This is an optimization exercise on Yosys and OpenROAD, whose aim is small area, a short achievable clock period and few clock cycles per item, not a production implementation.
At most, simulation tests tie the RTL to the original design; equivalence was not proved.
Only the layout flow was run in runs 3 to 7; the RTL was not checked for function there.
Power and IR drop assume default switching activity.

==> flow/design.v <==
package ukf_pkg;
    localparam int DEPTH_DEF      = 16;
    localparam int KEY_WIDTH_DEF  = 32;
    localparam int DATA_WIDTH_DEF = 32;
    localparam int STATUS_W = 3;
    localparam logic [STATUS_W-1:0] ST_ENQUEUED  = 3'd0;
    localparam logic [STATUS_W-1:0] ST_DUPLICATE = 3'd1;
    localparam logic [STATUS_W-1:0] ST_FULL      = 3'd2;
    localparam logic [STATUS_W-1:0] ST_DEQUEUED  = 3'd3;
    localparam logic [STATUS_W-1:0] ST_EMPTY     = 3'd4;
    localparam logic REQ_ENQUEUE = 1'b0;
    localparam logic REQ_DEQUEUE = 1'b1;
    typedef struct packed {
        logic load;      
        logic scan;      
        logic read;      
        logic commit;    
    } ukf_cmd_t;
    typedef struct packed {
        logic empty;
        logic scan_hit;
        logic scan_last;
        logic out_free;
    } ukf_stat_t;
endpackage
import ukf_pkg::*;
module ukf_dpath
#(
    parameter int DEPTH      = ukf_pkg::DEPTH_DEF,
    parameter int KEY_WIDTH  = ukf_pkg::KEY_WIDTH_DEF,
    parameter int DATA_WIDTH = ukf_pkg::DATA_WIDTH_DEF,
    localparam int OCC_W     = $clog2(DEPTH + 1),
    localparam int IN_W      = ((KEY_WIDTH + DATA_WIDTH + 7) / 8) * 8,
    localparam int OUT_W     = ((OCC_W + KEY_WIDTH + DATA_WIDTH + 7) / 8) * 8
)
(
    input  logic                clk,
    input  logic                rst_n,
    input  logic                s_tvalid,
    output logic                s_tready,
    input  logic [IN_W-1:0]     s_tdata,
    input  logic                s_tuser,
    output logic                m_tvalid,
    input  logic                m_tready,
    output logic [OUT_W-1:0]    m_tdata,
    output logic [ukf_pkg::STATUS_W-1:0] m_tuser
);
    localparam int PTR_W = $clog2(DEPTH);
    localparam int ENT_W = KEY_WIDTH + DATA_WIDTH;
    logic                  in_valid;
    logic                  in_req;
    logic [KEY_WIDTH-1:0]  in_key;
    logic [DATA_WIDTH-1:0] in_data;
    logic [DEPTH-1:0]      valid;
    logic [PTR_W-1:0]      head;
    logic [PTR_W-1:0]      tail;
    logic [OCC_W-1:0]      count;
    logic [KEY_WIDTH-1:0]  key_mem  [DEPTH];
    logic [DATA_WIDTH-1:0] data_mem [DEPTH];
    logic                  skid_valid;
    logic [STATUS_W-1:0]   skid_status;
    logic [OCC_W-1:0]      skid_occ;
    logic [PTR_W-1:0]      skid_ptr;
    logic                  out_valid;
    logic [STATUS_W-1:0]   out_status;
    logic [OCC_W-1:0]      out_occ;
    logic [ENT_W-1:0]      out_ent;
    logic                  full;
    logic                  empty;
    logic                  fire;
    logic                  wr_en;
    logic [DEPTH-1:0]      match;
    logic                  dup;
    logic                  enq_ok;
    logic                  deq_ok;
    logic [STATUS_W-1:0]   p_status;
    logic [OCC_W-1:0]      p_occ;
    logic                  out_load;
    logic [PTR_W-1:0]      rd_ptr;
    logic                  rd_take;
    logic [ENT_W-1:0]      rd_ent;
    assign full     = (count == OCC_W'(DEPTH));
    assign empty    = (count == '0);
    assign s_tready = !skid_valid;
    assign fire     = in_valid && !skid_valid;
    assign wr_en    = in_valid && (in_req == REQ_ENQUEUE) && !skid_valid && !full;
    always_comb
    begin
        for (int i = 0; i < DEPTH; i++)
        begin
            match[i] = valid[i] && (key_mem[i] == in_key);
        end
    end
    assign dup    = |match;
    assign enq_ok = fire && (in_req == REQ_ENQUEUE) && !dup && !full;
    assign deq_ok = fire && (in_req == REQ_DEQUEUE) && !empty;
    always_comb
    begin
        if (in_req == REQ_ENQUEUE)
        begin
            p_status = dup ? ST_DUPLICATE : (full ? ST_FULL : ST_ENQUEUED);
        end
        else
        begin
            p_status = empty ? ST_EMPTY : ST_DEQUEUED;
        end
        if (enq_ok)
        begin
            p_occ = count + OCC_W'(1);
        end
        else if (deq_ok)
        begin
            p_occ = count - OCC_W'(1);
        end
        else
        begin
            p_occ = count;
        end
    end
    assign out_load = !out_valid || m_tready;
    assign rd_ptr   = skid_valid ? skid_ptr : head;
    assign rd_take  = skid_valid ? (skid_status == ST_DEQUEUED) : deq_ok;
    assign rd_ent   = rd_take ? {data_mem[rd_ptr], key_mem[rd_ptr]} : '0;
    always_ff @(posedge clk)
    begin
        if (s_tready)
        begin
            in_req  <= s_tuser;
            in_key  <= s_tdata[KEY_WIDTH-1:0];
            in_data <= s_tdata[KEY_WIDTH +: DATA_WIDTH];
        end
        if (wr_en)
        begin
            key_mem[tail]  <= in_key;
            data_mem[tail] <= in_data;
        end
        if (fire && !out_load)
        begin
            skid_status <= p_status;
            skid_occ    <= p_occ;
            skid_ptr    <= head;
        end
        if (out_load)
        begin
            out_status <= skid_valid ? skid_status : p_status;
            out_occ    <= skid_valid ? skid_occ : p_occ;
            out_ent    <= rd_ent;
        end
    end
    always_ff @(posedge clk or negedge rst_n)
    begin
        if (!rst_n)
        begin
            in_valid   <= 1'b0;
            valid      <= '0;
            head       <= '0;
            tail       <= '0;
            count      <= '0;
            skid_valid <= 1'b0;
            out_valid  <= 1'b0;
        end
        else
        begin
            if (s_tready)
            begin
                in_valid <= s_tvalid;
            end
            if (enq_ok)
            begin
                valid[tail] <= 1'b1;
                tail        <= tail + PTR_W'(1);
            end
            if (deq_ok)
            begin
                valid[head] <= 1'b0;
                head        <= head + PTR_W'(1);
            end
            count <= p_occ;
            if (out_load)
            begin
                out_valid  <= skid_valid || fire;
                skid_valid <= 1'b0;
            end
            else if (fire)
            begin
                skid_valid <= 1'b1;
            end
        end
    end
    assign m_tvalid = out_valid;
    assign m_tuser  = out_status;
    assign m_tdata  = OUT_W'({out_ent, out_occ});
endmodule
import ukf_pkg::*;
module unique_key_fifo_unit
#(
    parameter int DEPTH      = ukf_pkg::DEPTH_DEF,
    parameter int KEY_WIDTH  = ukf_pkg::KEY_WIDTH_DEF,
    parameter int DATA_WIDTH = ukf_pkg::DATA_WIDTH_DEF,
    localparam int OCC_W     = $clog2(DEPTH + 1),
    localparam int IN_W      = ((KEY_WIDTH + DATA_WIDTH + 7) / 8) * 8,
    localparam int OUT_W     = ((OCC_W + KEY_WIDTH + DATA_WIDTH + 7) / 8) * 8
)
(
    input  logic                clk,
    input  logic                rst_n,
    input  logic                s_tvalid,
    output logic                s_tready,
    input  logic [IN_W-1:0]     s_tdata,
    input  logic                s_tuser,
    output logic                m_tvalid,
    input  logic                m_tready,
    output logic [OUT_W-1:0]    m_tdata,
    output logic [ukf_pkg::STATUS_W-1:0] m_tuser
);
    ukf_dpath #(
        .DEPTH      (DEPTH),
        .KEY_WIDTH  (KEY_WIDTH),
        .DATA_WIDTH (DATA_WIDTH)
    ) u_dpath (
        .clk      (clk),
        .rst_n    (rst_n),
        .s_tvalid (s_tvalid),
        .s_tready (s_tready),
        .s_tdata  (s_tdata),
        .s_tuser  (s_tuser),
        .m_tvalid (m_tvalid),
        .m_tready (m_tready),
        .m_tdata  (m_tdata),
        .m_tuser  (m_tuser)
    );
endmodule
==> flow/run.sh <==
#!/bin/bash
# synth_recipe.tcl (not shown) runs the flow's synth.tcl, then flattens the netlist and writes it again
# the make line also repeats each setting of config.mk as NAME=value (left out here)
make -C /OpenROAD-flow-scripts/flow DESIGN_CONFIG=/design/flow/config.mk WORK_HOME=/design/flow/orfs CLKGATE_MAP_FILE= SYNTH_SCRIPT=/design/flow/synth_recipe.tcl finish
==> flow/config.mk <==
export PLATFORM = sky130hd
export DESIGN_NAME = unique_key_fifo_unit
export DESIGN_NICKNAME = unique_key_fifo_unit
export VERILOG_FILES = /design/flow/design.v
export SDC_FILE = /design/flow/constraint.sdc
export NUM_CORES = 4
export LEC_CHECK = 0
export ABC_CLOCK_PERIOD_IN_PS = 2500
export CAP_MARGIN = 20
export CORE_MARGIN = 2
export CORE_UTILIZATION = 40
export SETUP_SLACK_MARGIN = 3.5
export SLEW_MARGIN = 20
==> flow/constraint.sdc <==
create_clock -name core_clock -period 6.0 [get_ports {clk}]
set_input_delay 1.2000 -clock core_clock [delete_from_list [all_inputs] [get_ports {clk}]]
set_output_delay 1.2000 -clock core_clock [all_outputs]
set_load 0.01 [all_outputs]
==> metrics.yaml, run 1 <==
timing:
  setup_ws_ns: 2.58
  timing.final.max_slew_violations: 0
  max_slew.worst_pin.slew_ns: 1.16
  fmax_mhz: 292
  hold_viol: 0
  fin_crit_sh_pct: 57.0
  min_period_ns: 3.42
  setup_tns_ns: 0
  setup_viol: 0
  rsz0062_at_grt: "true"
  max_slew_margin_pct: 22.0
  fin_skew_ns: 0.0589
detailed_routing:
  vias_per_cell: 6.12
  ant_nets: 0
  drc: 0
  via_count: 33461
  wl_per_cell_um: 40.6
  drt_wl_total_um: 222000
  drtIter0Drc: 5097
  drtPass1Iterations: 6
hold_path:
  hold_depth: 2
  hold_path_class: "flop to flop"
power_and_ir_drop:
  p_seq_share_pct: 34.7
  p_sw_share_pct: 33.8
  p_int_mw: 20.1
  ir_drop_v: 0.000283
  combPwrFrac_pct: 37.8
  clkPwrFrac_pct: 27.5
  switchingPower_mw: 10.3
  cellLeakagePower_nw: 25.2
  power.density_nw_per_um2: 412
setup_path:
  setup.worst_path.class: "flop to flop"
  crit_chain: "buf_12, xor2_1, nor4_1, nand3_1, nor3_2, or4_4, or4_4, or4_4, o211ai_1"
  crit_arrival_ns: 4.00
  r2r.worst_path.cells: 9
  r2r-start: "u_dpath.in_key[12]$_DFFE_PN_"
  worstSetupEndpointType: "flop"
  cp.required_ns: 6.58
  critPathMaxStageDelay_ns: 0.59
  path_common_cell: "or4_4"
  cp_slowest_cell: "or4_4"
  r2r_end: "u_dpath.skid_occ[3]$_DFFE_PP_"
  crit_start: "u_dpath.in_key[12]$_DFFE_PN_"
  worst_setup_path_start_kind: "flop"
  cp-endpoint: "u_dpath.skid_occ[3]$_DFFE_PP_"
  path_max_fanout: 11
  ff2ff_setup_slack_ns: 2.58
synthesis:
  synth-seq-area-share_pct: 69.1
  syn_inst: 2822
  yosysUniqueCellTypes: 52
  synth_top_cell_by_area: "edfxtp_1"
  synth_flop_cell: "edfxtp_1"
  synth_top_area_share_pct: 67.6
  yosys_warnings: 1
  ys_async_sr_fraction_pct: 2.66
  ys_ff_latch: 1205
  syn_avg_cell_area_um2: 18.5
  synth_common_cells: "edfxtp_1 (1,173), xor2_1 (497), mux4_2 (256)"
  synth_area_leaders: "edfxtp_1 (68%), mux4_2 (11%), xor2_1 (8.3%), a211oi_1 (1.9%), dfrtp_1 (1.5%)"
  syn_area_um2: 52100
  synth_most_common_cell: "edfxtp_1"
  synth-edff-count: 1173
global_routing:
  overflow: 0
  grt_max_degree: 55
  grtUsageTotal_pct: 32.6
  antenna_found_initial: 9
  grt_pass1_wl_um: 289000
  grt_pass1_vias: 32646
placed_design:
  dp_worst_setup_slack_ns: 1.75
  port_buffers: 142
  hpwl_um: 113000
  dpl-instance-area_um2: 55600
  gp_congestion: 0.965
clocking:
  cts_hold_repair.buffers: 0
  insertion_delay_ns: 0.81
  numCtsBuffers: 135
  cts.sinks: 1205
  cts_buffer_depth: 3
  htree_levels: 4
  clockRootBuffer: "clkbuf_16"
  cts_tree: "yes"
  path_clk_slew_ns: 0.06
floorplanning:
  rows: 132
  die_x_um: 365
  design.core.area_um2: 129000
  design.die.area_um2: 133000
  start_util_pct: 40.3
  pin_count: 146
  die_h_um: 365
final_layout:
  layout.nets: 3702
  fillers: 9600
  areaGrowthSynthToFinish_pct: 41.7
  final_layout_size_suffix_gt1_share_pct: 45.3
  design_area_um2: 73900
flow_run:
  cap_violations: 0
status:
  status: "timing/DRC/antenna clean"
area by class of cell:
class | instances | area, µm² | share of cell area, %
Antenna cell | 1 | 2.50 | 0.00339
Sequential cell | 1205 | 36000 | 48.8
Clock inverter | 83 | 945 | 1.28
Clock buffer | 157 | 3510 | 4.76
Multi-Input combinational cell | 1450 | 19100 | 25.8
Timing Repair Buffer | 816 | 12100 | 16.4
Tap cell | 1742 | 2180 | 2.95
Inverter | 12 | 48.8 | 0.0660
logic make-up (layout without fill, tap and decap cells):
group                    Yosys count  count (layout)  synth area share [%]
adder cells (fa/ha/maj)           13              13                 0.312
AND/OR/NAND/NOR                  367             391                  4.01
multiplexers                     327             327                  12.4
XOR/XNOR                         524             524                  8.83
buffers and inverters            193            1068                  2.67
AO/OA/AOI/OAI                    192             192                  2.65
other                              1               4               0.00719
flip-flops                      1205            1205                  69.1
worst min path at each step:
| stage | start | endpoint | slack [ns] |
|---|---|---|---|
| 2_1_floorplan | u_dpath.head[2]$_DFFE_PN0P_ | u_dpath.skid_ptr[2]$_DFFE_PP_ | 0.42 |
| 3_3_place_gp | u_dpath.skid_occ[4]$_DFFE_PP_ | u_dpath.out_occ[4]$_DFFE_PN_ | 0.55 |
| 3_5_place_dp | u_dpath.skid_status[2]$_DFFE_PP_ | u_dpath.out_status[2]$_DFFE_PN_ | 0.56 |
| 4_1_cts | u_dpath.skid_occ[2]$_DFFE_PP_ | u_dpath.out_occ[2]$_DFFE_PN_ | 0.56 |
| 5_1_grt | u_dpath.skid_occ[2]$_DFFE_PP_ | u_dpath.out_occ[2]$_DFFE_PN_ | 0.60 |
| 6_report | u_dpath.skid_status[2]$_DFFE_PP_ | u_dpath.out_status[2]$_DFFE_PN_ | 0.57 |
through the flow:
stage / util [%] / power [mW] / cells / hold slack, ns
floorplan: - / 14.8 / 2824 / 0.423
global placement: 42.9 / 17.3 / 4627 / 0.547
detailed placement: 43.0 / 17.3 / 4631 / 0.555
CTS: 55.0 / 29.5 / 5360 / 0.557
global route: 57.1 / 31.1 / 5465 / 0.602
finish: 57.1 / 30.4 / 5466 / 0.570
per-layer routing:
metal	global-route usage (%)	up-vias	part of all wire (%)
met5	0	-	0.016
met4	17.8	6	7.0
met3	8.64	555	11
met2	49.8	2394	46
met1	42.5	17721	37
li1	-	12785	-
layout by cell type (no fill, tap or decap), types with 20 or more instances in the layout:
cell / netlist / final
nor2b_4: 0 / 26
dfrtp_1: 32 / 30
buf_6: 21 / 121
a211oi_2: 0 / 91
xor2_1: 497 / 326
xor2_4: 0 / 63
buf_8: 10 / 37
nand3_1: 41 / 34
mux2i_1: 70 / 39
clkbuf_16: 0 / 162
nor2b_1: 66 / 38
buf_2: 18 / 72
buf_16: 0 / 106
nor3_1: 37 / 27
buf_4: 17 / 183
edfxtp_1: 1173 / 1173
a211oi_4: 0 / 28
nand2_1: 22 / 20
nor4_1: 114 / 79
and2_4: 0 / 23
nor4_2: 1 / 20
mux4_2: 256 / 256
xnor2_1: 25 / 24
clkdlybuf4s50_1: 0 / 68
nor2_1: 33 / 26
xor2_2: 2 / 110
clkinv_1: 0 / 29
clkinv_2: 0 / 27
buf_12: 19 / 192
power groups by stage:
stage          logic [mW]  registers, mW  clock network (mW)
4_1_cts              10.5           10.5                8.42
5_1_grt              11.8           10.6                8.77
3_5_place_dp         6.55           10.8                   0
2_1_floorplan        4.28           10.5                   0
3_3_place_gp         6.52           10.8                   0
6_report             11.5           10.6                8.37
timing repair:
item | 4_1_cts | 5_1_grt
setup buffers | 377 | 75
pin swaps | 145 | 82
gates cloned | 112 | 30
endpoints found under the setup margin | 1205 | 1185
resized for setup | 1168 | 227
worst max-delay path, delay by kind of cell (launching register included):
family / cells / cell delay [ns]
flops: 1 / 0.42
buf+inv: 1 / 0.18
xor+xnor: 1 / 0.49
compound gates: 1 / 0.13
simple gates: 6 / 1.97
sequential cells by signal (all words and copies together), names as in the netlist, 3 cells and up:
| register | count |
|---|---|
| u_dpath.skid_status | 3 |
| u_dpath.in_data | 32 |
| u_dpath.key_mem | 512 |
| u_dpath.valid | 16 |
| u_dpath.in_key | 32 |
| u_dpath.skid_ptr | 4 |
| u_dpath.out_status | 3 |
| u_dpath.out_ent | 64 |
| u_dpath.tail | 4 |
| u_dpath.data_mem | 512 |
| u_dpath.skid_occ | 5 |
| u_dpath.out_occ | 5 |
| u_dpath.count | 5 |
| u_dpath.head | 4 |
Testbench counts, summed over its fixed seeds: cycles 19,216, items 19,200.
==> run 2, diff against run 1 <==
--- a/flow/config.mk
+++ b/flow/config.mk
@@ -7,3 +7,2 @@
 export LEC_CHECK = 0
-export ABC_CLOCK_PERIOD_IN_PS = 2500
 export CAP_MARGIN = 20
@@ -11,3 +10,2 @@
 export CORE_UTILIZATION = 40
-export SETUP_SLACK_MARGIN = 3.5
 export SLEW_MARGIN = 20
==> run 2 against run 1 <==
Still clean. Fmax down 26%. Setup slack worse by 1.2 ns. Die area unchanged. Synthesized cell count unchanged. Combinational power down 44%. Wire length down 22%. Core utilization down 11 points. Sequential power about the same. Largest power group is now registers. Highest routed layer unchanged.
==> metrics.yaml, run 2 <==
timing:
  fin_crit_sh_pct: 77.3
  setup_viol: 0
  max_slew.worst_pin.slew_ns: 1.24
  fin_skew_ns: 0.0311
  timing.final.max_slew_violations: 0
  hold_viol: 0
  setup_tns_ns: 0
  fmax_mhz: 216
  setup_ws_ns: 1.36
  max_slew_margin_pct: 16.6
  min_period_ns: 4.64
  rsz0062_at_grt: "false"
placed_design:
  dp_worst_setup_slack_ns: 1.49
  port_buffers: 142
  hpwl_um: 117000
  gp_congestion: 1.04
power_and_ir_drop:
  p_seq_share_pct: 42.2
  power.density_nw_per_um2: 421
  combPwrFrac_pct: 25.6
  p_int_mw: 17.3
  cellLeakagePower_nw: 19.6
  p_sw_share_pct: 31.0
  clkPwrFrac_pct: 32.2
  switchingPower_mw: 7.80
  ir_drop_v: 0.000260
synthesis:
  ys_ff_latch: 1205
  synth_most_common_cell: "edfxtp_1"
  synth_common_cells: "edfxtp_1 (1,173), xor2_1 (497), mux4_2 (256)"
  synth_area_leaders: "edfxtp_1 (68%), mux4_2 (11%), xor2_1 (8.3%), a211oi_1 (1.9%), dfrtp_1 (1.5%)"
  synth-seq-area-share_pct: 69.1
  yosysUniqueCellTypes: 52
  yosys_warnings: 1
  synth_flop_cell: "edfxtp_1"
  synth_top_area_share_pct: 67.6
  ys_async_sr_fraction_pct: 2.66
  syn_inst: 2822
  syn_avg_cell_area_um2: 18.5
  synth_top_cell_by_area: "edfxtp_1"
  synth-edff-count: 1173
  syn_area_um2: 52100
clocking:
  insertion_delay_ns: 0.78
  cts.sinks: 1205
  path_clk_slew_ns: 0.06
  cts_tree: "yes"
  cts_resized: 0
  numCtsBuffers: 135
  cts_hold_repair.buffers: 0
  htree_levels: 4
  cts_setup_buffers: 0
  cts_buffer_depth: 3
  clockRootBuffer: "clkbuf_16"
detailed_routing:
  drtIter0Drc: 3998
  wl_per_cell_um: 35.8
  drt_wl_total_um: 174000
  ant_nets: 0
  drc: 0
  drtPass1Iterations: 5
  vias_per_cell: 5.81
  via_count: 28225
final_layout:
  fillers: 11083
  multiInputGateArea_um2: 14900
  regArea_um2: 36000
  layout.nets: 3097
  final_layout_size_suffix_gt1_share_pct: 18.3
  areaGrowthSynthToFinish_pct: 14.7
  final_common_cell: "edfxtp_1"
  reg_top3: "u_dpath.data_mem: 512 flops, u_dpath.key_mem: 512 flops, u_dpath.out_ent: 64 flops"
  layout_common_cells: "edfxtp_1 (1,173), xor2_1 (497), mux4_2 (256), clkdlybuf4s50_1 (142), clkbuf_16 (136)"
global_routing:
  antenna_found_initial: 11
  grt_max_degree: 103
  overflow: 0
  grtUsageTotal_pct: 26.1
  grt_pass1_wl_um: 237000
  grt_pass1_vias: 28121
setup_path:
  crit_chain: "buf_4, xor2_1, nor4_1, nand4_1, nor3_1, or4_1, or4_1, nor2_1, o311ai_0"
  r2r_end: "u_dpath.out_occ[4]$_DFFE_PN_"
  r2r.worst_path.cells: 9
  path_max_fanout: 17
  setup.worst_path.class: "flop to flop"
  path_common_cell: "or4_1"
  cp.required_ns: 6.47
  worstSetupEndpointType: "flop"
  ff2ff_setup_slack_ns: 1.36
  r2r-start: "u_dpath.in_key[12]$_DFFE_PN_"
  crit_arrival_ns: 5.11
  critPathMaxStageDelay_ns: 1.08
  worst_setup_path_start_kind: "flop"
  cp_slowest_cell: "edfxtp_1"
hold_path:
  hold_depth: 2
  hold_path_class: "flop to flop"
  hp-start: "u_dpath.in_valid$_DFFE_PN0N_"
  holdPathEnd: "u_dpath.out_valid$_DFFE_PN0N_"
flow_run:
  cap_violations: 0
floorplanning:
  die_h_um: 365
  die_x_um: 365
  start_util_pct: 40.3
  rows: 132
  pin_count: 146
  design.die.area_um2: 133000
  design.core.area_um2: 129000
status:
  status: "timing/DRC/antenna clean"
run 2: power by group through the flow:
| stage | Sequential (mW) | Combinational (mW) | Clock (mW) |
|---|---|---|---|
| 6_report | 10.6 | 6.44 | 8.10 |
| 5_1_grt | 10.7 | 6.80 | 8.53 |
| 4_1_cts | 10.6 | 6.49 | 8.21 |
| 3_5_place_dp | 10.8 | 6.47 | 0 |
| 3_3_place_gp | 10.8 | 6.43 | 0 |
| 2_1_floorplan | 10.6 | 4.23 | 0 |
run 2: cell families after synthesis:
| logic type | Yosys count | share of synthesized area, % |
|---|---|---|
| AOI/OAI and AO/OA | 192 | 2.65 |
| and+or+nand+nor | 367 | 4.01 |
| muxes | 327 | 12.4 |
| adders and majority gates | 13 | 0.312 |
| buffers and inverters | 193 | 2.67 |
| DFF | 1205 | 69.1 |
| other | 1 | 0.00719 |
| xor gates and xnor gates | 524 | 8.83 |
run 2: layout make-up:
| cell class | instances | share of cell area, % |
|---|---|---|
| diodes | 1 | 0.00419 |
| inverters | 12 | 0.0795 |
| clock inverters | 81 | 1.29 |
| repair buffers | 235 | 3.96 |
| multi-input cells | 1426 | 24.9 |
| clock buffers | 156 | 5.82 |
| flip-flops and latches | 1205 | 60.3 |
| well taps | 1742 | 3.65 |
run 2: worst max-delay path by stage:
stage | start | endpoint | slack (ns) | cells past startpoint
floorplan | u_dpath.skid_valid$_DFFE_PN0P_ | u_dpath.data_mem[4][0]$_DFFE_PP_ | 0.69 | 8
global placement | u_dpath.in_key[28]$_DFFE_PN_ | u_dpath.out_occ[4]$_DFFE_PN_ | 1.42 | 9
detailed placement | u_dpath.in_key[12]$_DFFE_PN_ | u_dpath.out_occ[4]$_DFFE_PN_ | 1.49 | 9
CTS | u_dpath.in_key[12]$_DFFE_PN_ | u_dpath.out_occ[4]$_DFFE_PN_ | 1.48 | 9
global route | u_dpath.in_key[12]$_DFFE_PN_ | u_dpath.skid_occ[3]$_DFFE_PP_ | 1.24 | 9
finish | u_dpath.in_key[12]$_DFFE_PN_ | u_dpath.out_occ[4]$_DFFE_PN_ | 1.36 | 9
run 2: per-layer routing:
| layer | vias to the layer above | track usage [%] | part of all wire, % |
|---|---|---|---|
| met1 | 15168 | 37.0 | 44 |
| met3 | 221 | 4.63 | 6.3 |
| met5 | - | 0 | 0.033 |
| met4 | 8 | 7.99 | 3.0 |
| li1 | 11628 | - | - |
| met2 | 1200 | 41.2 | 47 |
run 2: critical path, delay by kind of cell, from the launching register on:
kind	cells	cell delay [ns]
AOI/OAI and AO/OA	1	0.23
buffers and inverters	1	0.39
xor gates and xnor gates	1	0.35
and+or+nand+nor	6	2.28
DFF	1	1.08
run 2: metrics by stage:
| step | cell area, µm² | hold slack [ns] | power [mW] | util [%] | std cells |
|---|---|---|---|---|---|
| floorplan | 52100 | 0.423 | 14.8 | - | 2824 |
| global placement | 55400 | 0.536 | 17.2 | 42.8 | 4617 |
| detailed placement | 55500 | 0.525 | 17.3 | 42.9 | 4619 |
| CTS | 59700 | 0.552 | 25.3 | 46.1 | 4856 |
| global route | 59800 | 0.600 | 26.0 | 46.2 | 4857 |
| finish | 59800 | 0.551 | 25.1 | 46.2 | 4858 |
==> run 3, diff against run 2 <==
--- a/flow/design.v
+++ b/flow/design.v
@@ -59,3 +59,3 @@
     logic [DATA_WIDTH-1:0] data_mem [DEPTH];
-    logic                  skid_valid;
+    logic                  skid_valid;      
     logic [STATUS_W-1:0]   skid_status;
@@ -71,3 +71,5 @@
     logic                  wr_en;
-    logic [DEPTH-1:0]      match;
+    logic [DEPTH-1:0]      match_reg;
+    logic [DEPTH-1:0]      match_in;
+    logic [KEY_WIDTH-1:0]  s_key;
     logic                  dup;
@@ -77,2 +79,7 @@
     logic [OCC_W-1:0]      p_occ;
+    logic [OCC_W-1:0]      occ_enq;
+    logic [OCC_W-1:0]      occ_deq;
+    logic [STATUS_W-1:0]   st_enq;
+    logic [STATUS_W-1:0]   st_deq;
+    logic                  ready_reg;
     logic                  out_load;
@@ -83,5 +90,6 @@
     assign empty    = (count == '0);
-    assign s_tready = !skid_valid;
+    assign s_tready = ready_reg;
     assign fire     = in_valid && !skid_valid;
     assign wr_en    = in_valid && (in_req == REQ_ENQUEUE) && !skid_valid && !full;
+    assign s_key = s_tdata[KEY_WIDTH-1:0];
     always_comb
@@ -90,13 +98,25 @@
         begin
-            match[i] = valid[i] && (key_mem[i] == in_key);
-        end
-    end
-    assign dup    = |match;
+            if (wr_en && (tail == PTR_W'(i)))
+            begin
+                match_in[i] = (in_key == s_key);
+            end
+            else
+            begin
+                match_in[i] = (key_mem[i] == s_key);
+            end
+        end
+    end
+    assign dup    = |(match_reg & valid);
     assign enq_ok = fire && (in_req == REQ_ENQUEUE) && !dup && !full;
     assign deq_ok = fire && (in_req == REQ_DEQUEUE) && !empty;
+    assign occ_enq = full  ? count : count + OCC_W'(1);
+    assign occ_deq = empty ? count : count - OCC_W'(1);
+    assign st_enq  = full  ? ST_FULL : ST_ENQUEUED;
+    assign st_deq  = empty ? ST_EMPTY : ST_DEQUEUED;
     always_comb
     begin
-        if (in_req == REQ_ENQUEUE)
-        begin
-            p_status = dup ? ST_DUPLICATE : (full ? ST_FULL : ST_ENQUEUED);
+        if (in_req == REQ_DEQUEUE)
+        begin
+            p_status = st_deq;
+            p_occ    = fire ? occ_deq : count;
         end
@@ -104,15 +124,4 @@
         begin
-            p_status = empty ? ST_EMPTY : ST_DEQUEUED;
-        end
-        if (enq_ok)
-        begin
-            p_occ = count + OCC_W'(1);
-        end
-        else if (deq_ok)
-        begin
-            p_occ = count - OCC_W'(1);
-        end
-        else
-        begin
-            p_occ = count;
+            p_status = dup ? ST_DUPLICATE : st_enq;
+            p_occ    = (fire && !dup) ? occ_enq : count;
         end
@@ -128,3 +137,4 @@
             in_req  <= s_tuser;
-            in_key  <= s_tdata[KEY_WIDTH-1:0];
+            in_key  <= s_key;
+            match_reg <= match_in;
             in_data <= s_tdata[KEY_WIDTH +: DATA_WIDTH];
@@ -159,2 +169,3 @@
             skid_valid <= 1'b0;
+            ready_reg  <= 1'b1;
             out_valid  <= 1'b0;
@@ -182,2 +193,3 @@
                 skid_valid <= 1'b0;
+                ready_reg  <= 1'b1;
             end
@@ -186,2 +198,3 @@
                 skid_valid <= 1'b1;
+                ready_reg  <= 1'b0;
             end
==> run 3 against run 2 <==
Sequential power about the same. Critical path depth decreased by 2. First-iteration DRC count increased by 29%. Die area increased by 1.5%. Synthesized area increased by 1.5%. Fmax increased by 21%. Critical endpoint is now u_dpath.match_reg[14]$_DFFE_PP_.
==> metrics.yaml, run 3 <==
final_layout:
  layout_common_cells: "edfxtp_1 (1,189), xnor2_1 (551), nand2_1 (459), nand4_1 (185), nand3_1 (183)"
  areaGrowthSynthToFinish_pct: 16.0
  layout.nets: 3707
  final_common_cell: "edfxtp_1"
  reg_top3: "u_dpath.data_mem: 512 flops, u_dpath.key_mem: 512 flops, u_dpath.out_ent: 64 flops"
  fillers: 11427
  design_area_um2: 61400
  fin_util_pct: 46.7
  final_layout_size_suffix_gt1_share_pct: 13.5
status:
  status: "timing/DRC/antenna clean"
placed_design:
  gp_congestion: 1.09
  hpwl_um: 130000
  port_buffers: 142
  dpl-instance-area_um2: 57000
clocking:
  cts_tree: "yes"
  cts_buffer_depth: 3
  htree_levels: 4
  numCtsBuffers: 137
  cts_setup_buffers: 0
  cts.sinks: 1222
  path_clk_slew_ns: 0.06
  cts_resized: 0
  insertion_delay_ns: 0.82
  clockRootBuffer: "clkbuf_16"
  cts_hold_repair.buffers: 0
detailed_routing:
  drtPass1Iterations: 5
  drc: 0
  vias_per_cell: 6.05
  drt_wl_total_um: 194000
  drtIter0Drc: 5168
  via_count: 33162
  ant_nets: 0
  wl_per_cell_um: 35.5
floorplanning:
  die_x_um: 368
  design.die.area_um2: 135000
  rows: 133
  design.core.area_um2: 131000
  pin_count: 146
  die_h_um: 368
  start_util_pct: 40.3
synthesis:
  synth-seq-area-share_pct: 69.0
  synth_area_leaders: "edfxtp_1 (67%), xnor2_1 (9.1%), mux4_2 (6.3%), nand2_1 (3.3%), nand4_1 (2.2%)"
  synth_top_area_share_pct: 67.5
  syn_area_um2: 52900
  synth_common_cells: "edfxtp_1 (1,189), xnor2_1 (551), nand2_1 (459)"
  synth_most_common_cell: "edfxtp_1"
  syn_inst: 3430
  ys_async_sr_fraction_pct: 2.70
  ys_ff_latch: 1222
  synth_top_cell_by_area: "edfxtp_1"
  synth-edff-count: 1189
  syn_avg_cell_area_um2: 15.4
  yosys_warnings: 1
  yosysUniqueCellTypes: 64
  synth_flop_cell: "edfxtp_1"
global_routing:
  grtUsageTotal_pct: 28.5
  overflow: 0
  grt_max_degree: 97
  grt_pass1_vias: 31077
  antenna_found_initial: 16
  grt_pass1_wl_um: 265000
timing:
  timing.final.max_slew_violations: 0
  hold_viol: 0
  max_slew_margin_pct: 25.7
  rsz0062_at_grt: "false"
  worst_hold_slack_ns: 0.480
  setup_viol: 0
  setup_tns_ns: 0
  min_period_ns: 3.82
  fin_skew_ns: 0.0554
  fin_crit_sh_pct: 63.7
  fmax_mhz: 262
  max_slew.worst_pin.slew_ns: 1.11
setup_path:
  critPathMaxStageDelay_ns: 0.88
  crit_family: "buffers and inverters"
  cp_slowest_cell: "clkdlybuf4s50_1"
  worst_setup_path_start_kind: "primary input"
  worstSetupEndpointType: "flop"
  worst-path-buf-inv: 2
  crit_arrival_ns: 4.44
  cp.required_ns: 6.62
  crit_chain: "clkdlybuf4s50_1, buf_4, xnor2_1, nand4_1, nor4_1, nand2_1, mux2i_1"
  path_max_fanout: 16
  setup.worst_path.class: "primary input to flop"
power_and_ir_drop:
  power.density_nw_per_um2: 415
  cellLeakagePower_nw: 19.1
  ir_drop_v: 0.000277
  total_power_mw: 25.5
hold_path:
  hold_path_class: "primary input to async pin"
flow_run:
  cap_violations: 0
==> run 3: cells by family (layout without fill, tap and decap cells) <==
| family | count (synthesis) | in the layout | synth area share, % |
|---|---|---|---|
| DFF | 1222 | 1222 | 69.0 |
| and+or+nand+nor | 965 | 965 | 8.75 |
| xor gates and xnor gates | 559 | 559 | 9.25 |
| AOI/OAI and AO/OA | 252 | 252 | 3.52 |
| buffers and inverters | 231 | 520 | 2.07 |
| muxes | 188 | 188 | 7.08 |
| adders and majority gates | 12 | 12 | 0.284 |
| other | 1 | 6 | 0.00709 |
==> run 3: final timing paths <==
| check | from | to | slack [ns] | cells after the start |
|---|---|---|---|---|
| worst max-delay path | s_tdata[0] | u_dpath.match_reg[14]$_DFFE_PP_ | 2.18 | 7 |
| worst min-delay path | rst_n | u_dpath.count[3]$_DFF_PN0_ | 0.48 | 1 |
| worst max register to register | u_dpath.count[0]$_DFF_PN0_ | u_dpath.out_ent[0]$_SDFFCE_PN0N_ | 2.24 | 8 |
| worst min register to register | u_dpath.in_key[23]$_DFFE_PP_ | u_dpath.key_mem[3][23]$_DFFE_PP_ | 0.50 | 0 |
| max in group asynchronous | rst_n | u_dpath.tail[2]$_DFFE_PN0N_ | 4.97 | 1 |
| min in group core_clock | u_dpath.in_key[23]$_DFFE_PP_ | u_dpath.key_mem[3][23]$_DFFE_PP_ | 0.50 | 0 |
==> run 3: final cells by class <==
type	instances	area [µm²]	area share, %
Clock inverter	63	739	1.21
Tap cell	1755	2200	3.58
Sequential cell	1222	36500	59.5
Clock buffer	171	3580	5.83
Inverter	15	58.8	0.0958
Multi-Input combinational cell	1979	15500	25.3
Antenna cell	3	7.51	0.0122
Timing Repair Buffer	271	2740	4.46
==> run 3: per-layer routing <==
metal / vias up / track usage [%] / share of wire, %
met5: - / 0 / 0.069
met4: 20 / 11.6 / 4.4
met3: 393 / 6.49 / 9.2
met2: 1948 / 43.1 / 45
met1: 17244 / 39.7 / 41
li1: 13557 / - / -
==> run 3: power by group <==
| part | total [mW] | switching (mW) | internal [mW] |
|---|---|---|---|
| Sequential | 10.9 | 0.609 | 10.3 |
| Combinational | 6.43 | 4.06 | 2.37 |
| Clock | 8.18 | 3.56 | 4.62 |
| Total | 25.5 | 8.24 | 17.2 |
==> run 3: stage by stage <==
step,setup slack [ns],cells
after floorplan,1.18,3432
after global placement,1.32,5239
after detailed placement,1.50,5242
after CTS,2.21,5476
after global routing,2.10,5476
final,2.18,5479
==> run 4, diff against run 3 <==
--- a/flow/config.mk
+++ b/flow/config.mk
@@ -10,2 +10,3 @@
 export CORE_UTILIZATION = 40
+export SETUP_SLACK_MARGIN = 3.3
 export SLEW_MARGIN = 20
==> run 4 against run 3 <==
Sequential power about the same. Cell count increased by 1.4%. Combinational power rose by 15%. First-iteration DRC count grew 2.6%. Wire length is 5.8% higher. Setup slack improved by 0.91 ns. Power rose by 3.6%. Non-clock buffer count grew 62. Die area unchanged.
==> metrics.yaml, run 4 <==
setup_path:
  crit_arrival_ns: 1.71
  worst_setup_path_start_kind: "flop"
  crit_chain: "buf_6"
  crit_family: "flip-flops"
  path_max_fanout: 2
  cp_slowest_cell: "dfstp_4"
  worst-path-buf-inv: 1
  setup.worst_path.class: "flop to output pin"
  worstSetupEndpointType: "output pin"
  critPathMaxStageDelay_ns: 0.75
  cp.required_ns: 4.80
synthesis:
  synth_top_cell_by_area: "edfxtp_1"
  ys_ff_latch: 1222
  synth_area_leaders: "edfxtp_1 (67%), xnor2_1 (9.1%), mux4_2 (6.3%), nand2_1 (3.3%), nand4_1 (2.2%)"
  synth_top_area_share_pct: 67.5
  yosys_warnings: 1
  syn_inst: 3430
  synth-edff-count: 1189
  ys_async_sr_fraction_pct: 2.70
  synth_most_common_cell: "edfxtp_1"
  synth_common_cells: "edfxtp_1 (1,189), xnor2_1 (551), nand2_1 (459)"
  syn_avg_cell_area_um2: 15.4
  yosysUniqueCellTypes: 64
  synth-seq-area-share_pct: 69.0
  synth_flop_cell: "edfxtp_1"
  syn_area_um2: 52900
detailed_routing:
  drt_wl_total_um: 206000
  via_count: 34174
  drc: 0
  wl_per_cell_um: 37.0
  drtIter0Drc: 5302
  ant_nets: 0
  vias_per_cell: 6.15
  drtPass1Iterations: 6
timing:
  max_slew.worst_pin.slew_ns: 0.923
  rsz0062_at_grt: "true"
  setup_viol: 0
  fin_skew_ns: 0.0327
  timing.final.max_slew_violations: 0
  setup_tns_ns: 0
  fmax_mhz: 344
  hold_viol: 0
  max_slew_margin_pct: 38.0
  fin_crit_sh_pct: 48.5
  min_period_ns: 2.91
floorplanning:
  die_x_um: 368
  pin_count: 146
  design.die.area_um2: 135000
  design.core.area_um2: 131000
  start_util_pct: 40.3
  rows: 133
  die_h_um: 368
final_layout:
  fin_util_pct: 48.1
  reg_top3: "u_dpath.data_mem: 512 flops, u_dpath.key_mem: 512 flops, u_dpath.out_ent: 64 flops"
  fin_cells: 5557
  layout.nets: 3774
  areaGrowthSynthToFinish_pct: 19.6
  fillers: 11212
  final_common_cell: "edfxtp_1"
  final_layout_size_suffix_gt1_share_pct: 17.8
  layout_common_cells: "edfxtp_1 (1,189), xnor2_1 (507), nand2_1 (451), nand4_1 (185), nand3_1 (183)"
  design_area_um2: 63300
placed_design:
  dpl-instance-area_um2: 56700
  hpwl_um: 125000
  gp_congestion: 1.10
  placedCellCount: 5213
  port_buffers: 142
clocking:
  cts.sinks: 1222
  numCtsBuffers: 137
  path_clk_slew_ns: 0.05
  htree_levels: 4
  cts_hold_repair.buffers: 0
  cts_buffer_depth: 3
  insertion_delay_ns: 0.80
  cts_tree: "yes"
  clockRootBuffer: "clkbuf_16"
global_routing:
  grt_pass1_wl_um: 273000
  grtUsageTotal_pct: 29.5
  overflow: 0
  grt_max_degree: 97
  grt_pass1_vias: 31798
  antenna_found_initial: 9
hold_path:
  hold_path_class: "primary input to async pin"
power_and_ir_drop:
  combPwrFrac_pct: 28.0
  p_sw_share_pct: 33.2
  cellLeakagePower_nw: 20.3
  p_seq_share_pct: 41.2
  ir_drop_v: 0.000333
  power.density_nw_per_um2: 417
  clkPwrFrac_pct: 30.8
  p_int_mw: 17.6
  switchingPower_mw: 8.78
  total_power_mw: 26.4
status:
  status: "timing/DRC/antenna clean"
flow_run:
  cap_violations: 0
-- run 4: cell count changes in the layout (fill, tap and decap cells not counted), sizes merged --
cell,change
clkdlybuf4s50,-94
inv,-1
nor2,+1
bufinv,-3
bufbuf,+6
clkinvlp,-2
mux2,+4
dlygate4sd2,+44
clkbuf,+25
clkdlybuf4s15,+32
clkinv,+10
dlymetal6s2s,+4
diode,-1
buf,+53
-- run 4: worst paths after layout --
kind | slack, ns | cells past startpoint | endpoint | from
setup / recovery | 3.09 | 1 | s_tready | u_dpath.ready_reg$_DFFE_PN1P_
hold / removal | 0.51 | 1 | u_dpath.count[2]$_DFF_PN0_ | rst_n
setup reg to reg | 3.10 | 6 | u_dpath.out_ent[31]$_SDFFCE_PN0N_ | u_dpath.head[1]$_DFFE_PN0P_
hold reg to reg | 0.55 | 1 | u_dpath.out_occ[0]$_DFFE_PN_ | u_dpath.skid_occ[0]$_DFFE_PP_
max in group asynchronous | 4.85 | 1 | u_dpath.head[1]$_DFFE_PN0P_ | rst_n
min in group core_clock | 0.55 | 1 | u_dpath.out_occ[0]$_DFFE_PN_ | u_dpath.skid_occ[0]$_DFFE_PP_
-- run 4: final cells by class --
type	instances	area [µm²]	area share, %
antenna	2	5.00	0.00791
inverter	15	58.8	0.0929
timing repair buffer	333	3980	6.29
clock buffer	179	3660	5.78
sequential	1222	36500	57.7
multi-input combinational	1984	16200	25.6
tap	1755	2200	3.47
clock inverter	67	664	1.05
-- run 4: cell families after synthesis --
family / after synthesis / synth area share (%)
multiplexers: 188 / 7.08
adder cells (fa/ha/maj): 12 / 0.284
buffers and inverters: 231 / 2.07
AO/OA/AOI/OAI: 252 / 3.52
AND/OR/NAND/NOR: 965 / 8.75
flip-flops: 1222 / 69.0
XOR/XNOR: 559 / 9.25
other: 1 / 0.00709
-- run 4: what timing repair did --
action,4_1_cts,5_1_grt
setup endpoints to repair,1190,652
cloned,17,12
gates resized for setup,275,97
setup buffers,48,19
pin swaps,19,15
-- run 4: metal layers --
metal | vias to the layer above | global-route usage (%) | wire [µm]
met2 | 2345 | 44.2 | 91700
met5 | - | 0 | 23
li1 | 13713 | - | -
met4 | 4 | 12.6 | 10100
met1 | 17696 | 41.4 | 81500
met3 | 416 | 6.53 | 22300
-- run 4: per-stage QoR --
stage / worst slack [ns] / hold WS, ns
after floorplan: 2.28 / 0.423
after CTS: 3.02 / 0.503
after detailed placement: 1.65 / 0.519
final: 3.09 / 0.514
after global placement: 1.68 / 0.526
after global routing: 3.05 / 0.549
-- run 4: power by group through the flow --
stage / Clock [mW] / Combinational (mW) / Sequential, mW
finish: 8.13 / 7.39 / 10.9
global route: 8.55 / 7.68 / 10.9
floorplan: 0 / 3.89 / 10.9
detailed placement: 0 / 6.30 / 11.0
CTS: 8.22 / 6.94 / 10.9
global placement: 0 / 6.30 / 11.0
==> run 5, diff against run 4 <==
--- a/flow/config.mk
+++ b/flow/config.mk
@@ -12 +12,2 @@
 export SLEW_MARGIN = 20
+export TNS_END_PERCENT = 5
==> run 5 against run 4 <==
Still clean. Die area did not move. Sequential share of layout area is 0.11 points higher. Power is 0.22% higher. Largest cell class unchanged. Largest power group unchanged. Highest routed layer unchanged.
==> metrics.yaml, run 5 <==
status:
  status: "timing/DRC/antenna clean"
hold_path:
  hold_path_class: "primary input to async pin"
synthesis:
  synth_flop_cell: "edfxtp_1"
  syn_avg_cell_area_um2: 15.4
  synth-seq-area-share_pct: 69.0
  synth-edff-count: 1189
  syn_area_um2: 52900
  synth_top_cell_by_area: "edfxtp_1"
  synth_top_area_share_pct: 67.5
  ys_async_sr_fraction_pct: 2.70
  synth_most_common_cell: "edfxtp_1"
  synth_common_cells: "edfxtp_1 (1,189), xnor2_1 (551), nand2_1 (459)"
  ys_ff_latch: 1222
  synth_area_leaders: "edfxtp_1 (67%), xnor2_1 (9.1%), mux4_2 (6.3%), nand2_1 (3.3%), nand4_1 (2.2%)"
  yosys_warnings: 1
  yosysUniqueCellTypes: 64
  syn_inst: 3430
power_and_ir_drop:
  p_int_mw: 17.8
  combPwrFrac_pct: 27.0
  clkPwrFrac_pct: 31.9
  switchingPower_mw: 8.61
  power.density_nw_per_um2: 419
  p_sw_share_pct: 32.6
  p_seq_share_pct: 41.1
  ir_drop_v: 0.000281
  cellLeakagePower_nw: 20.2
clocking:
  cts.sinks: 1222
  cts_tree: "yes"
  numCtsBuffers: 136
  clockRootBuffer: "clkbuf_16"
  htree_levels: 4
  cts_hold_repair.buffers: 0
  insertion_delay_ns: 0.81
  cts_buffer_depth: 3
  path_clk_slew_ns: 0.06
floorplanning:
  pin_count: 146
  start_util_pct: 40.3
  die_h_um: 368
  design.die.area_um2: 135000
  die_x_um: 368
  rows: 133
  design.core.area_um2: 131000
detailed_routing:
  via_count: 33743
  wl_per_cell_um: 36.1
  vias_per_cell: 6.06
  drtPass1Iterations: 5
  drtIter0Drc: 5056
  drc: 0
  ant_nets: 0
  drt_wl_total_um: 201000
timing:
  setup_tns_ns: 0
  min_period_ns: 2.96
  setup_ws_ns: 3.04
  max_slew_margin_pct: 32.2
  rsz0062_at_grt: "true"
  timing.final.max_slew_violations: 0
  fin_skew_ns: 0.0665
  setup_viol: 0
  max_slew.worst_pin.slew_ns: 1.01
  fin_crit_sh_pct: 49.3
  fmax_mhz: 338
  hold_viol: 0
final_layout:
  fillers: 11262
  final_layout_size_suffix_gt1_share_pct: 17.6
  layout.nets: 3783
  areaGrowthSynthToFinish_pct: 19.4
  fin_util_pct: 48.1
  reg_top3: "u_dpath.data_mem: 512 flops, u_dpath.key_mem: 512 flops, u_dpath.out_ent: 64 flops"
  layout_common_cells: "edfxtp_1 (1,189), xnor2_1 (508), nand2_1 (451), nand4_1 (185), nand3_1 (183)"
  final_common_cell: "edfxtp_1"
setup_path:
  crit_chain: "clkdlybuf4s50_1, buf_6, xnor2_1, nand4_1, nor4_1, nand2_1, mux2i_1"
  crit_arrival_ns: 3.61
  critPathMaxStageDelay_ns: 0.58
  path_max_fanout: 17
  setup.worst_path.class: "primary input to flop"
  cp_slowest_cell: "clkdlybuf4s50_1"
  cp.required_ns: 6.65
  cp.depth: 7
  crit_start: "s_tdata[9]"
  worstSetupEndpointType: "flop"
  r2r.worst_path.cells: 6
  crit_family: "buffers and inverters"
  r2r-start: "u_dpath.head[1]$_DFFE_PN0P_"
  worst-path-buf-inv: 2
  worst_setup_path_start_kind: "primary input"
placed_design:
  port_buffers: 142
  hpwl_um: 127000
  dp_worst_setup_slack_ns: 1.45
  gp_congestion: 1.05
global_routing:
  grt_pass1_vias: 31713
  overflow: 0
  grt_pass1_wl_um: 269000
  grt_max_degree: 88
  grtUsageTotal_pct: 29.0
  antenna_found_initial: 13
flow_run:
  cap_violations: 0
==> run 5: power groups by stage <==
stage / Clock (mW) / Sequential (mW) / Combinational (mW)
floorplan: 0 / 10.9 / 3.89
global placement: 0 / 11.0 / 6.35
detailed placement: 0 / 11.0 / 6.35
CTS: 8.54 / 10.9 / 6.84
global route: 8.86 / 10.9 / 7.46
finish: 8.44 / 10.9 / 7.15
==> run 5: area by class of cell <==
cell class | instances | area, µm² | share of cell area (%)
Clock buffer | 163 | 3550 | 5.61
Antenna cell | 4 | 10.0 | 0.0158
Tap cell | 1755 | 2200 | 3.48
Clock inverter | 81 | 878 | 1.39
Timing Repair Buffer | 345 | 3850 | 6.09
Inverter | 15 | 58.8 | 0.0931
Multi-Input combinational cell | 1982 | 16100 | 25.5
Sequential cell | 1222 | 36500 | 57.8
==> run 5: metal layers <==
layer | up-vias | wire length [µm] | global-route usage (%)
met3 | 381 | 20000 | 6.57
met2 | 2016 | 89900 | 43.4
met5 | - | 91 | 0
met4 | 14 | 9560 | 12.3
li1 | 13734 | - | -
met1 | 17598 | 81300 | 40.8
==> run 5: worst paths after layout <==
| path | to | slack [ns] |
|---|---|---|
| max in group asynchronous | u_dpath.skid_valid$_DFFE_PN0P_ | 4.88 |
| min reg2reg | u_dpath.valid[9]$_DFF_PN0_ | 0.54 |
| min in group core_clock | u_dpath.valid[9]$_DFF_PN0_ | 0.54 |
| max reg2reg | u_dpath.out_ent[6]$_SDFFCE_PN0N_ | 3.08 |
| max | u_dpath.match_reg[11]$_DFFE_PP_ | 3.04 |
| min | u_dpath.count[2]$_DFF_PN0_ | 0.50 |
==> run 5: cells by family (layout without fill, tap and decap cells) <==
group / Yosys count / in the layout / share of synthesized area [%]
AOI/OAI and AO/OA: 252 / 253 / 3.52
muxes: 188 / 190 / 7.08
adders and majority gates: 12 / 12 / 0.284
buffers and inverters: 231 / 604 / 2.07
other: 1 / 7 / 0.00709
and+or+nand+nor: 965 / 965 / 8.75
DFF: 1222 / 1222 / 69.0
xor gates and xnor gates: 559 / 559 / 9.25
==> run 5: stage by stage <==
step / cells / instance area [µm²] / hold WS [ns] / total power [mW]
2_1_floorplan: 3432 / 53100 / 0.423 / 14.7
3_3_place_gp: 5231 / 56800 / 0.529 / 17.4
3_5_place_dp: 5231 / 56800 / 0.526 / 17.4
4_1_cts: 5535 / 62300 / 0.479 / 26.2
5_1_grt: 5564 / 63200 / 0.544 / 27.2
6_report: 5567 / 63200 / 0.496 / 26.5
==> run 5: repair_timing <==
action                     in CTS  in global routing
gates resized for setup        73                114
pin swaps                      16                 13
setup endpoints to repair    1201               1052
cloned                          9                  6
setup buffers                  51                 22
==> run 6, diff against run 5 <==
--- a/flow/design.v
+++ b/flow/design.v
@@ -54,3 +54,3 @@
     logic [DEPTH-1:0]      valid;
-    logic [PTR_W-1:0]      head;
+    logic [DEPTH-1:0]      head_oh;         
     logic [PTR_W-1:0]      tail;
@@ -62,3 +62,2 @@
     logic [OCC_W-1:0]      skid_occ;
-    logic [PTR_W-1:0]      skid_ptr;
     logic                  out_valid;
@@ -85,4 +84,3 @@
     logic                  out_load;
-    logic [PTR_W-1:0]      rd_ptr;
-    logic                  rd_take;
+    logic [DEPTH-1:0]      rd_sel;
     logic [ENT_W-1:0]      rd_ent;
@@ -129,8 +127,24 @@
     assign out_load = !out_valid || m_tready;
-    assign rd_ptr   = skid_valid ? skid_ptr : head;
-    assign rd_take  = skid_valid ? (skid_status == ST_DEQUEUED) : deq_ok;
-    assign rd_ent   = rd_take ? {data_mem[rd_ptr], key_mem[rd_ptr]} : '0;
+    always_comb
+    begin
+        for (int i = 0; i < DEPTH; i++)
+        begin
+            if (skid_valid)
+            begin
+                rd_sel[i] = (skid_status == ST_DEQUEUED) && head_oh[(i + 1) % DEPTH];
+            end
+            else
+            begin
+                rd_sel[i] = deq_ok && head_oh[i];
+            end
+        end
+        rd_ent = '0;
+        for (int i = 0; i < DEPTH; i++)
+        begin
+            rd_ent = rd_ent | ({ENT_W{rd_sel[i]}} & {data_mem[i], key_mem[i]});
+        end
+    end
     always_ff @(posedge clk)
     begin
-        if (s_tready)
+        if (!skid_valid)
         begin
@@ -150,3 +164,2 @@
             skid_occ    <= p_occ;
-            skid_ptr    <= head;
         end
@@ -165,3 +178,3 @@
             valid      <= '0;
-            head       <= '0;
+            head_oh    <= DEPTH'(1);
             tail       <= '0;
@@ -174,3 +187,3 @@
         begin
-            if (s_tready)
+            if (!skid_valid)
             begin
@@ -185,4 +198,4 @@
             begin
-                valid[head] <= 1'b0;
-                head        <= head + PTR_W'(1);
+                valid   <= valid & ~head_oh;
+                head_oh <= {head_oh[DEPTH-2:0], head_oh[DEPTH-1]};
             end
--- a/flow/config.mk
+++ b/flow/config.mk
@@ -12,2 +12 @@
 export SLEW_MARGIN = 20
-export TNS_END_PERCENT = 5
==> run 6 against run 5 <==
Critical endpoint is now u_dpath.out_ent[17]$_DFFE_PN_. Clock power is 2.7% lower. Core utilization increased by 4.1 points. Combinational power down 68%. Synthesized area is 4.2% lower. Sequential cell count increased by 8. Via count rose by 4.6%. Worst hold slack got worse by 0.012 ns. First-iteration DRC count increased by 40%. Final area grew 3.9%. Synthesized cell count decreased by 13%.
==> metrics.yaml, run 6 <==
setup_path:
  critPathMaxStageDelay_ns: 0.50
  cp_slowest_cell: "nand4_1"
  path_max_fanout: 7
  crit_arrival_ns: 3.49
  worstSetupEndpointType: "flop"
  cp.required_ns: 6.37
  crit_chain: "inv_2, ha_4, nor4b_4, nor3b_4, buf_12, buf_6, buf_12, a22o_4, buf_12, a22o_1, a221oi_2, nand4_1"
  setup.worst_path.class: "flop to flop"
  path_common_cell: "buf_12"
  crit_family: "simple AND/OR/NAND/NOR gates"
  worst-path-buf-inv: 5
  worst_setup_path_start_kind: "flop"
synthesis:
  syn_area_um2: 50700
  ys_async_sr_fraction_pct: 3.66
  synth_top_cell_by_area: "edfxtp_1"
  synth_top_area_share_pct: 70.2
  synth_most_common_cell: "edfxtp_1"
  synth-edff-count: 1185
  yosys_warnings: 1
  ys_ff_latch: 1230
  synth_common_cells: "edfxtp_1 (1,185), xnor2_1 (552), a22o_1 (279)"
  synth_area_leaders: "edfxtp_1 (70%), xnor2_1 (9.5%), a22o_1 (4.8%), a221oi_1 (3.4%), nand4_1 (2.5%)"
  syn_avg_cell_area_um2: 17.0
  synth-seq-area-share_pct: 72.4
  synth_flop_cell: "edfxtp_1"
  syn_inst: 2975
  yosysUniqueCellTypes: 44
placed_design:
  hpwl_um: 125000
  port_buffers: 142
  placedCellCount: 4684
  gp_congestion: 1.11
  dpl-instance-area_um2: 54100
final_layout:
  fin_util_pct: 52.2
  multiInputGateArea_um2: 15900
  areaGrowthSynthToFinish_pct: 29.5
  fin_cells: 5268
  layout_common_cells: "edfxtp_1 (1,185), xnor2_1 (475), a22o_1 (254), a221oi_2 (202), nand4_1 (202)"
  reg_top3: "u_dpath.data_mem: 512 flops, u_dpath.key_mem: 512 flops, u_dpath.out_ent: 64 flops"
  fillers: 10065
  layout.nets: 3584
  final_layout_size_suffix_gt1_share_pct: 29.4
  design_area_um2: 65600
  final_common_cell: "edfxtp_1"
  regArea_um2: 36700
floorplanning:
  design.core.area_um2: 126000
  die_h_um: 360
  die_x_um: 360
  pin_count: 146
  design.die.area_um2: 130000
  rows: 130
  start_util_pct: 40.3
global_routing:
  grtUsageTotal_pct: 35.5
  antenna_found_initial: 22
  grt_pass1_wl_um: 305000
  grt_pass1_vias: 32245
  overflow: 0
  grt_max_degree: 66
flow_run:
  cap_violations: 0
power_and_ir_drop:
  clkPwrFrac_pct: 38.9
  combPwrFrac_pct: 10.8
  power.density_nw_per_um2: 322
  switchingPower_mw: 5.67
  ir_drop_v: 0.000309
  p_int_mw: 15.4
  p_seq_share_pct: 50.2
  cellLeakagePower_nw: 21.9
  p_sw_share_pct: 26.9
timing:
  worst_hold_slack_ns: 0.484
  timing.final.max_slew_violations: 0
  max_slew.worst_pin.slew_ns: 1.14
  setup_tns_ns: 0
  hold_viol: 0
  fin_crit_sh_pct: 52.0
  setup_viol: 0
  fin_skew_ns: 0.0341
  min_period_ns: 3.12
  fmax_mhz: 321
  max_slew_margin_pct: 23.9
  rsz0062_at_grt: "true"
detailed_routing:
  via_count: 35281
  wl_per_cell_um: 44.7
  drtPass1Iterations: 8
  drtIter0Drc: 7077
  drt_wl_total_um: 236000
  ant_nets: 0
  drc: 0
  vias_per_cell: 6.70
clocking:
  numCtsBuffers: 134
  cts_buffer_depth: 3
  htree_levels: 4
  cts_tree: "yes"
  path_clk_slew_ns: 0.06
  cts.sinks: 1230
  insertion_delay_ns: 0.82
  clockRootBuffer: "clkbuf_16"
status:
  status: "timing/DRC/antenna clean"
hold_path:
  hold_path_class: "primary input to async pin"
run 6: metal layers:
metal / vias up / wire length [µm] / GRT usage [%]
met5: - / 154 / 0
met4: 24 / 18000 / 21.8
met3: 717 / 34300 / 12.7
met2: 3160 / 97600 / 50.2
met1: 18069 / 85500 / 46.4
li1: 13311 / - / -
run 6: cell type report:
class / count / area share, %
clock inverter: 67 / 1.20
clock buffer: 172 / 5.34
timing repair buffer: 543 / 10.1
antenna: 10 / 0.0381
tap: 1650 / 3.15
sequential: 1230 / 56.0
multi-input combinational: 1587 / 24.2
inverter: 9 / 0.0572
run 6: per-stage QoR:
stage,setup WS (ns),power (mW)
after floorplan,2.93,11.5
after detailed placement,1.37,12.5
after global routing,2.86,21.5
final,2.88,21.1
after CTS,3.03,20.9
after global placement,1.41,12.5
run 6: logic make-up (layout without fill, tap and decap cells):
kind of cell / after synthesis / count (layout) / synth area share (%)
adders and majority gates: 10 / 10 / 0.247
xor gates and xnor gates: 552 / 552 / 9.54
other: 1 / 13 / 0.00740
AOI/OAI and AO/OA: 575 / 610 / 10.7
buffers and inverters: 204 / 791 / 2.37
and+or+nand+nor: 380 / 389 / 4.27
DFF: 1230 / 1230 / 72.4
muxes: 23 / 23 / 0.459
run 6: power by group through the flow:
stage | Clock (mW) | Sequential (mW) | Combinational [mW]
after global routing | 8.57 | 10.6 | 2.30
final | 8.21 | 10.6 | 2.29
after CTS | 8.24 | 10.6 | 2.10
after global placement | 0 | 10.7 | 1.79
after detailed placement | 0 | 10.7 | 1.80
after floorplan | 0 | 10.6 | 0.901
run 6: worst paths after layout:
path,startpoint,to,slack [ns],cells past startpoint
worst max-delay path,u_dpath.count[0]$_DFF_PN0_,u_dpath.out_ent[17]$_DFFE_PN_,2.88,12
worst min-delay path,rst_n,u_dpath.skid_valid$_DFFE_PN0P_,0.48,2
worst max register to register,u_dpath.count[0]$_DFF_PN0_,u_dpath.out_ent[17]$_DFFE_PN_,2.88,12
worst min register to register,u_dpath.valid[2]$_DFFE_PN0P_,u_dpath.valid[2]$_DFFE_PN0P_,0.51,1
max in group asynchronous,rst_n,u_dpath.tail[0]$_DFFE_PN0P_,5.05,2
min in group core_clock,u_dpath.valid[2]$_DFFE_PN0P_,u_dpath.valid[2]$_DFFE_PN0P_,0.51,1
run 6: repair_timing:
action	in CTS	in global routing
setup endpoints to repair	997	814
buffers inserted	191	75
hold buffers	0	0
cloned	66	3
resized for setup	644	193
hold endpoints to repair	0	0
pin swaps	114	106
==> run 7, diff against run 6 <==
--- a/flow/design.v
+++ b/flow/design.v
@@ -82,5 +82,7 @@
     logic [STATUS_W-1:0]   st_deq;
-    logic                  ready_reg;
+    logic                  busy_reg;
     logic                  out_load;
     logic [DEPTH-1:0]      rd_sel;
+    logic                  rd_take;
+    logic [ENT_W-1:0]      rd_raw;
     logic [ENT_W-1:0]      rd_ent;
@@ -88,3 +90,3 @@
     assign empty    = (count == '0);
-    assign s_tready = ready_reg;
+    assign s_tready = !busy_reg;
     assign fire     = in_valid && !skid_valid;
@@ -127,2 +129,3 @@
     assign out_load = !out_valid || m_tready;
+    assign rd_take = skid_valid ? (skid_status == ST_DEQUEUED) : deq_ok;
     always_comb
@@ -131,17 +134,11 @@
         begin
-            if (skid_valid)
-            begin
-                rd_sel[i] = (skid_status == ST_DEQUEUED) && head_oh[(i + 1) % DEPTH];
-            end
-            else
-            begin
-                rd_sel[i] = deq_ok && head_oh[i];
-            end
-        end
-        rd_ent = '0;
+            rd_sel[i] = skid_valid ? head_oh[(i + 1) % DEPTH] : head_oh[i];
+        end
+        rd_raw = '0;
         for (int i = 0; i < DEPTH; i++)
         begin
-            rd_ent = rd_ent | ({ENT_W{rd_sel[i]}} & {data_mem[i], key_mem[i]});
-        end
-    end
+            rd_raw = rd_raw | ({ENT_W{rd_sel[i]}} & {data_mem[i], key_mem[i]});
+        end
+    end
+    assign rd_ent = rd_take ? rd_raw : '0;
     always_ff @(posedge clk)
@@ -182,3 +179,3 @@
             skid_valid <= 1'b0;
-            ready_reg  <= 1'b1;
+            busy_reg   <= 1'b0;
             out_valid  <= 1'b0;
@@ -206,3 +203,3 @@
                 skid_valid <= 1'b0;
-                ready_reg  <= 1'b1;
+                busy_reg   <= 1'b0;
             end
@@ -211,3 +208,3 @@
                 skid_valid <= 1'b1;
-                ready_reg  <= 1'b0;
+                busy_reg   <= 1'b1;
             end
==> run 7 against run 6 <==
Still clean on timing, DRC and antenna. Fmax grew 11%. Register-to-register slack improved by 0.35 ns. First-iteration DRC count fell by 1.1%. Non-clock buffer count is 166 lower. Clock skew shrank 0.00065 ns. Count of clock-buffer cells in the layout fell by 2. Sequential power hardly changed. Sequential share of layout area rose by 3.0 points. Global-route usage is 1.6 points lower. Synthesized area grew 0.35%. Clock power rose by 0.7%. Largest cell class unchanged. Largest power group unchanged. Highest routed layer unchanged.
==> metrics.yaml, run 7 <==
status:
  status: "timing/DRC/antenna clean"
synthesis:
  yosys_warnings: 1
  synth_area_leaders: "edfxtp_1 (70%), xnor2_1 (9.5%), a221oi_1 (3.6%), a22oi_1 (3.0%), a22o_1 (2.6%)"
  synth_common_cells: "edfxtp_1 (1,185), xnor2_1 (550), a221oi_1 (210)"
  ys_ff_latch: 1229
  synth_flop_cell: "edfxtp_1"
  synth-edff-count: 1185
  syn_avg_cell_area_um2: 16.0
  synth_top_area_share_pct: 70.0
  synth-seq-area-share_pct: 72.1
  synth_top_cell_by_area: "edfxtp_1"
  syn_area_um2: 50900
  ys_async_sr_fraction_pct: 3.58
  yosysUniqueCellTypes: 52
  syn_inst: 3187
  synth_most_common_cell: "edfxtp_1"
final_layout:
  final_common_cell: "edfxtp_1"
  design_area_um2: 62300
  final_layout_size_suffix_gt1_share_pct: 18.2
  layout_common_cells: "edfxtp_1 (1,185), xnor2_1 (516), a22oi_1 (202), a221oi_1 (170)"
  reg_top3: "u_dpath.data_mem: 512 flops, u_dpath.key_mem: 512 flops, u_dpath.out_ent: 64 flops"
  areaGrowthSynthToFinish_pct: 22.4
  layout.nets: 3596
clocking:
  cts.sinks: 1229
  path_clk_slew_ns: 0.06
  cts_buffer_depth: 3
  cts_tree: "yes"
  insertion_delay_ns: 0.80
  htree_levels: 4
  clockRootBuffer: "clkbuf_16"
  numCtsBuffers: 133
timing:
  worst_hold_slack_ns: 0.414
  max_slew.worst_pin.slew_ns: 1.05
  rsz0062_at_grt: "true"
  fin_skew_ns: 0.0335
  timing.final.max_slew_violations: 0
  fmax_mhz: 357
  setup_ws_ns: 3.20
  setup_tns_ns: 0
  max_slew_margin_pct: 29.2
  setup_viol: 0
  hold_viol: 0
  fin_crit_sh_pct: 46.7
  min_period_ns: 2.80
global_routing:
  grt_max_degree: 66
  grtUsageTotal_pct: 33.9
  grt_pass1_vias: 32613
  grt_pass1_wl_um: 296000
  overflow: 0
  antenna_found_initial: 19
setup_path:
  critPathMaxStageDelay_ns: 0.54
  cp.required_ns: 6.62
  worst_setup_path_start_kind: "primary input"
  worstSetupEndpointType: "flop"
  setup.worst_path.class: "primary input to flop"
  crit_arrival_ns: 3.42
  cp_slowest_cell: "nor4_4"
  worst-path-buf-inv: 2
  crit_family: "simple AND/OR/NAND/NOR gates"
  crit_chain: "clkdlybuf4s50_1, buf_12, xnor2_1, nand4_1, nor4_4, nand2_1, mux2i_1"
  path_max_fanout: 14
floorplanning:
  rows: 130
  pin_count: 146
  die_h_um: 361
  design.core.area_um2: 126000
  design.die.area_um2: 130000
  start_util_pct: 40.4
  die_x_um: 361
power_and_ir_drop:
  ir_drop_v: 0.000218
  total_power_mw: 21.3
  power.density_nw_per_um2: 342
  cellLeakagePower_nw: 19.4
detailed_routing:
  drt_wl_total_um: 228000
  ant_nets: 0
  wl_per_cell_um: 43.1
  via_count: 35871
  drc: 0
  drtIter0Drc: 7001
  drtPass1Iterations: 10
  vias_per_cell: 6.79
placed_design:
  port_buffers: 142
  hpwl_um: 130000
  dp_worst_setup_slack_ns: 1.75
  dpl-instance-area_um2: 54700
  gp_congestion: 1.08
flow_run:
  cap_violations: 0
hold_path:
  hold_path_class: "primary input to async pin"
-- run 7: cell types whose count changed after synthesis, sizes merged, moves of 20 or more --
cell    change
a22oi     +202
a21oi      +33
buf        -39
nand3      +21
a221oi     -50
clkbuf     +57
a31oi      +63
mux2       +20
a22o      -127
nand4      -64
nand2      +38
and3       +56
-- run 7: final cells by class --
class                      count  area (µm²)
antenna                        7        17.5
timing repair buffer         377        4010
tap                         1650        2060
sequential                  1229       36700
clock inverter                68         782
fill                       10532       63600
multi-input combinational   1770       15100
inverter                       9        41.3
clock buffer                 170        3540
-- run 7: power by group --
group          leakage, nW  switching, mW  internal (mW)
Sequential            11.5          0.520           10.1
Combinational         5.88           1.61          0.768
Clock                 2.10           3.57           4.70
Total                 19.4           5.71           15.6
-- run 7: final timing paths --
path / to / slack [ns] / depth (start not counted) / startpoint
setup / recovery: u_dpath.match_reg[1]$_DFFE_PN_ / 3.20 / 7 / s_tdata[17]
hold / removal: u_dpath.count[3]$_DFF_PN0_ / 0.41 / 1 / rst_n
setup reg to reg: u_dpath.out_ent[17]$_SDFFCE_PN0N_ / 3.23 / 9 / u_dpath.skid_valid$_DFFE_PN0P_
hold reg to reg: u_dpath.valid[9]$_DFFE_PN0P_ / 0.51 / 2 / u_dpath.valid[9]$_DFFE_PN0P_
max in group asynchronous: u_dpath.head_oh[6]$_DFFE_PN0P_ / 5.12 / 1 / rst_n
min in group core_clock: u_dpath.valid[9]$_DFFE_PN0P_ / 0.51 / 2 / u_dpath.valid[9]$_DFFE_PN0P_
-- run 7: per-stage QoR --
stage	util, %	instances
6_report	49.4	5280
3_3_place_gp	43.4	4878
5_1_grt	49.4	5274
3_5_place_dp	43.4	4879
4_1_cts	48.6	5224
2_1_floorplan	-	3189
-- run 7: kinds of logic (layout without fill, tap and decap cells) --
family                     Yosys count  count (layout)  share of synthesized area [%]
AOI/OAI and AO/OA                  709             711                           11.0
xor gates and xnor gates           553             553                           9.52
adders and majority gates            7               7                          0.172
buffers and inverters              222             624                           1.76
DFF                               1229            1229                           72.1
muxes                               39              62                          0.822
other                                1              10                        0.00737
and+or+nand+nor                    427             434                           4.53
-- run 7: timing repair --
item / in CTS / in global routing
cloned: 34 / 8
hold buffers: 0 / 0
pin swaps: 18 / 23
buffers inserted: 73 / 41
gates resized for setup: 307 / 118
setup endpoints to repair: 1140 / 389
-- run 7: routing by layer --
metal  global-route usage (%)  share of wire, %  up-vias
li1                         -                 -    13526
met3                     10.6                14      695
met1                     45.9                37    18236
met2                     48.2                42     3394
met5                   0.0370             0.053        -
met4                     19.3               6.7       20

Re-timed with assumed drivers on the ports (clkbuf_16 on the clock, buf_2 on other inputs), run 7 has 3.179 ns of setup slack against 3.195 ns with ideal ports, and 2.388 ns once port delays also move by the mid clock arrival of 0.865 ns.
